From an optimization exercise on the open Yosys and OpenROAD flow, aimed at a short achievable clock period and few clock cycles; shortcuts taken in it are not production practice. In this exercise RTL edits were held to simulation tests only and were not proved equivalent to the original. No driver is modelled on the clock port, so clocking that relies on it looks cheaper here than on a real chip.

## red
Design hankel_column_generator, start of the top module:
module hankel_column_generator #(
   parameter int MAX_WINDOW = hcg_pkg::DEFAULT_MAX_WINDOW
) (
   input  logic                                clock,
   input  logic                                reset,
   input  logic                                req_valid,
   output logic                                req_ready,
   input  logic [hcg_pkg::COORD_BITS-1:0]      req_x_coord,
   input  logic [hcg_pkg::COORD_BITS-1:0]      req_y_coord,
   input  logic                                req_starts_track,
   output logic                                rsp_valid,
   input  logic                                rsp_ready,
   output logic [hcg_pkg::COORD_BITS-1:0]      rsp_element,
   output logic [hcg_pkg::ROW_BITS-1:0]        rsp_row_index,
   output logic [hcg_pkg::COL_BITS-1:0]        rsp_column_index,
   output logic                                rsp_column_end,
   input  logic                                csr_write_en,
   input  logic [hcg_pkg::CSR_INDEX_BITS-1:0]  csr_index,
   input  logic [hcg_pkg::CSR_DATA_BITS-1:0]   csr_write_data
);
Size: roughly 7000 cells after synthesis, roughly 3200 flip-flops.
Settings: LEC_CHECK=0, ABC_CLOCK_PERIOD_IN_PS=2000, CAP_MARGIN=20, CORE_MARGIN=2, CORE_UTILIZATION=50, SETUP_SLACK_MARGIN=2.4, SLEW_MARGIN=20, TNS_END_PERCENT=100; clock period 4.5 ns.
standard.sh (not shown) runs the stock make flow with config.mk's settings and CLKGATE_MAP_FILE= SYNTH_SCRIPT=/design/flow/synth_recipe.tcl, a recipe that flattens the netlist after the stock synthesis.
==> flow/flow/run.sh <==
#!/bin/bash
set -euo pipefail
R=orfs/results/${FLOW_PLATFORM}/hankel_column_generator/base
bash standard.sh synth > standard_synth.log 2>&1
bash standard.sh cts > standard_cts.log 2>&1
ODB_IN=$R/4_cts.odb ODB_OUT=$R/4_cts_cttop.odb \
   openroad -no_init -exit flow/cttop.tcl > cttop.log 2>&1
cp $R/4_cts_cttop.odb $R/4_cts.odb
touch $R/4_cts.sdc
bash standard.sh finish > standard_finish.log 2>&1
test -f out/final.def
Other scripts of this flow, unchanged in this note and not shown: flow/flow/cttop.tcl
Testbench counts of red, summed over its fixed seeds: cycles 55,993.
Edits applied to the flow inputs when going from red to blue:
--- a/flow/design.v
+++ b/flow/design.v
@@ -162,44 +162,46 @@
       s2_seen <= seen_next;
       s2_x    <= s1_x;
       s2_y    <= s1_y;
       s2_w    <= cfg_w;
       s2_lay  <= cfg_lay;
       s2_p    <= wp_ff;
    end
    logic                   t_v;
    logic                   t_has;
    logic [SEEN_BITS-7:0]   t_hi;
+   logic [SEEN_BITS-7:0]   t_hi1;       
    logic [6:0]             t_lo;
    logic [PTR_BITS-1:0]    t_p;
    logic [SLOT_BITS-1:0]   t_old;
    logic                   t_lay;
    logic [WINDOW_BITS-1:0] t_w;
    always_ff @(posedge clock) begin
       if (reset) begin
          t_v <= 1'b0;
       end else begin
          t_v <= s2_v;
       end
       t_has <= (|s2_seen[SEEN_BITS-1:6]) || (s2_seen[5:0] >= s2_w);
       t_hi  <= s2_seen[SEEN_BITS-1:6];
+      t_hi1 <= s2_seen[SEEN_BITS-1:6] - 1'b1;
       t_lo  <= {1'b0, s2_seen[5:0]} - {1'b0, s2_w};
       t_p   <= s2_p;
       t_old <= s2_p[SLOT_BITS-1:0] - SLOT_BITS'(s2_w) + 1'b1;
       t_lay <= s2_lay;
       t_w   <= s2_w;
    end
    logic [SEEN_BITS-7:0]   hi_adj;
    logic                   s3_v;
    logic                   s3_has;
    logic [DW-1:0]          s3_d;
-   assign hi_adj = t_hi - (SEEN_BITS-6)'(t_lo[6]);
+   assign hi_adj = t_lo[6] ? t_hi1 : t_hi;
    always_ff @(posedge clock) begin
       if (reset) begin
          s3_v <= 1'b0;
       end else begin
          s3_v <= t_v;
       end
       s3_has                    <= t_has;
       s3_d[D_P +: PTR_BITS]     <= t_p;
       s3_d[D_OLD +: SLOT_BITS]  <= t_old;
       s3_d[D_COL +: COL_BITS]   <= hi_adj[SEEN_BITS-7] ? COL_MAX : {hi_adj[SEEN_BITS-8:0], t_lo[5:0]};
@@ -351,58 +353,62 @@
          b_el = b_el | ({{(COORD_BITS/2){b_goh2[g]}}, {(COORD_BITS/2){b_goh[g]}}}
                         & cand[g*COORD_BITS +: COORD_BITS]);
       end
    end
    assign b_entry = {b_el, b_row, b_col, b_last};
    logic [EW-1:0]          e0;
    logic                   v0;
    logic                   rv_ff;       
    logic [EW-1:0]          f0, f1;
    logic                   f_rd, f_wr;
+   logic                   f_rd2;       
    logic [1:0]             f_cnt;
    logic                   take;
    logic                   take_r;
    logic                   to_fifo;
    logic [EW-1:0]          f_head;
    logic [1:0]             f_cnt_tk, f_cnt_nt;
    logic                   e_sel_f, e_sel_b, e_sel_h;
    logic [2:0]             occ_ff;
    logic [2:0]             occ_up;
    assign take    = v0 & rsp_ready;
    assign take_r  = rv_ff & rsp_ready;
    assign to_fifo = take ? (f_cnt != 2'd0) : v0;
-   assign f_head  = f_rd ? f1 : f0;
+   assign f_head  = {f_rd2 ? f1[EW-1:EW/2] : f0[EW-1:EW/2],
+                     f_rd  ? f1[EW/2-1:0]  : f0[EW/2-1:0]};
    assign f_cnt_tk = (f_cnt != 2'd0) ? f_cnt - 2'd1 + 2'(b_v) : 2'd0;
    assign f_cnt_nt = f_cnt + 2'(b_v & v0);
    assign e_sel_f = take & (f_cnt != 2'd0);
    assign e_sel_b = (take & (f_cnt == 2'd0)) | (~take & ~v0);
    assign e_sel_h = ~take & v0;
    assign occ_up  = occ_ff + 3'(issue);
    always_ff @(posedge clock) begin
       e0 <= ({EW{e_sel_f}} & f_head) | ({EW{e_sel_b}} & b_entry) | ({EW{e_sel_h}} & e0);
       if (b_v && !f_wr) f0 <= b_entry;
       if (b_v &&  f_wr) f1 <= b_entry;
       if (reset) begin
          v0      <= 1'b0;
          rv_ff   <= 1'b0;
          f_rd    <= 1'b0;
+         f_rd2   <= 1'b0;
          f_wr    <= 1'b0;
          f_cnt   <= '0;
          occ_ff  <= '0;
          cred_ff <= 1'b0;
       end else begin
          if (take)      v0 <= (f_cnt != 2'd0) | b_v;
          else           v0 <= v0 | b_v;
          if (take_r)    rv_ff <= (f_cnt != 2'd0) | b_v;
          else           rv_ff <= rv_ff | b_v;
          if (b_v & to_fifo) f_wr <= ~f_wr;
          if (take && f_cnt != 2'd0) f_rd <= ~f_rd;
+         if (take && f_cnt != 2'd0) f_rd2 <= ~f_rd2;
          f_cnt <= take ? f_cnt_tk : f_cnt_nt;
          if (take) begin
             occ_ff  <= occ_up - 3'd1;
             cred_ff <= (occ_up - 3'd1 < 3'(OQ_DEPTH));
          end else begin
             occ_ff  <= occ_up;
             cred_ff <= (occ_up < 3'(OQ_DEPTH));
          end
       end
    end
Results
- Path length in cells of the critical path delta for blue relative to red: 1 lower
- On net count of the finished layout, blue tracks red almost exactly.
- Delta (blue minus red): die area rose about 0.5%, worst hold slack now smaller.
- On clock distribution area overhead in the final layout: between red and blue, it ends up higher for red.
- Summary: with red as the reference, number of resized instances in the post-cts repair step in blue moved down by a few percent.
- red and blue ended up with nearly the same post-layout total power.
Testbench counts of blue, summed over its fixed seeds: cycles 55,993.

## re-timing with driven ports
The results above use ideal ports. As a check the final layouts listed here were re-extracted and re-timed, cells and wires unchanged.
Step 1, drivers: a clkbuf_16 drives clock and a buf_2 each remaining input, both assumed.
Step 2 moves the port delays by t, midway between the first and last clock arrival at a register: inputs arrive t later, outputs are due t later. That takes back most of the time a late clock gives input paths.
Slacks: no drivers / after step 1 / after step 2; pairs: no drivers / after step 1.
run	t, ns	slack for setup (ns)	slew at the worst register clock pin (ns)	cell pins on the clock port's net
red	0.806	2.390 / 2.299 / 2.006	0.07 / 0.07	4
blue	0.802	2.253 / 2.176 / 1.881	0.07 / 0.07	4
After both steps setup and hold are still met in every run listed. For red, which loses most, drivers alone change the setup slack by -0.091 ns; drivers and shift together by -0.384 ns.
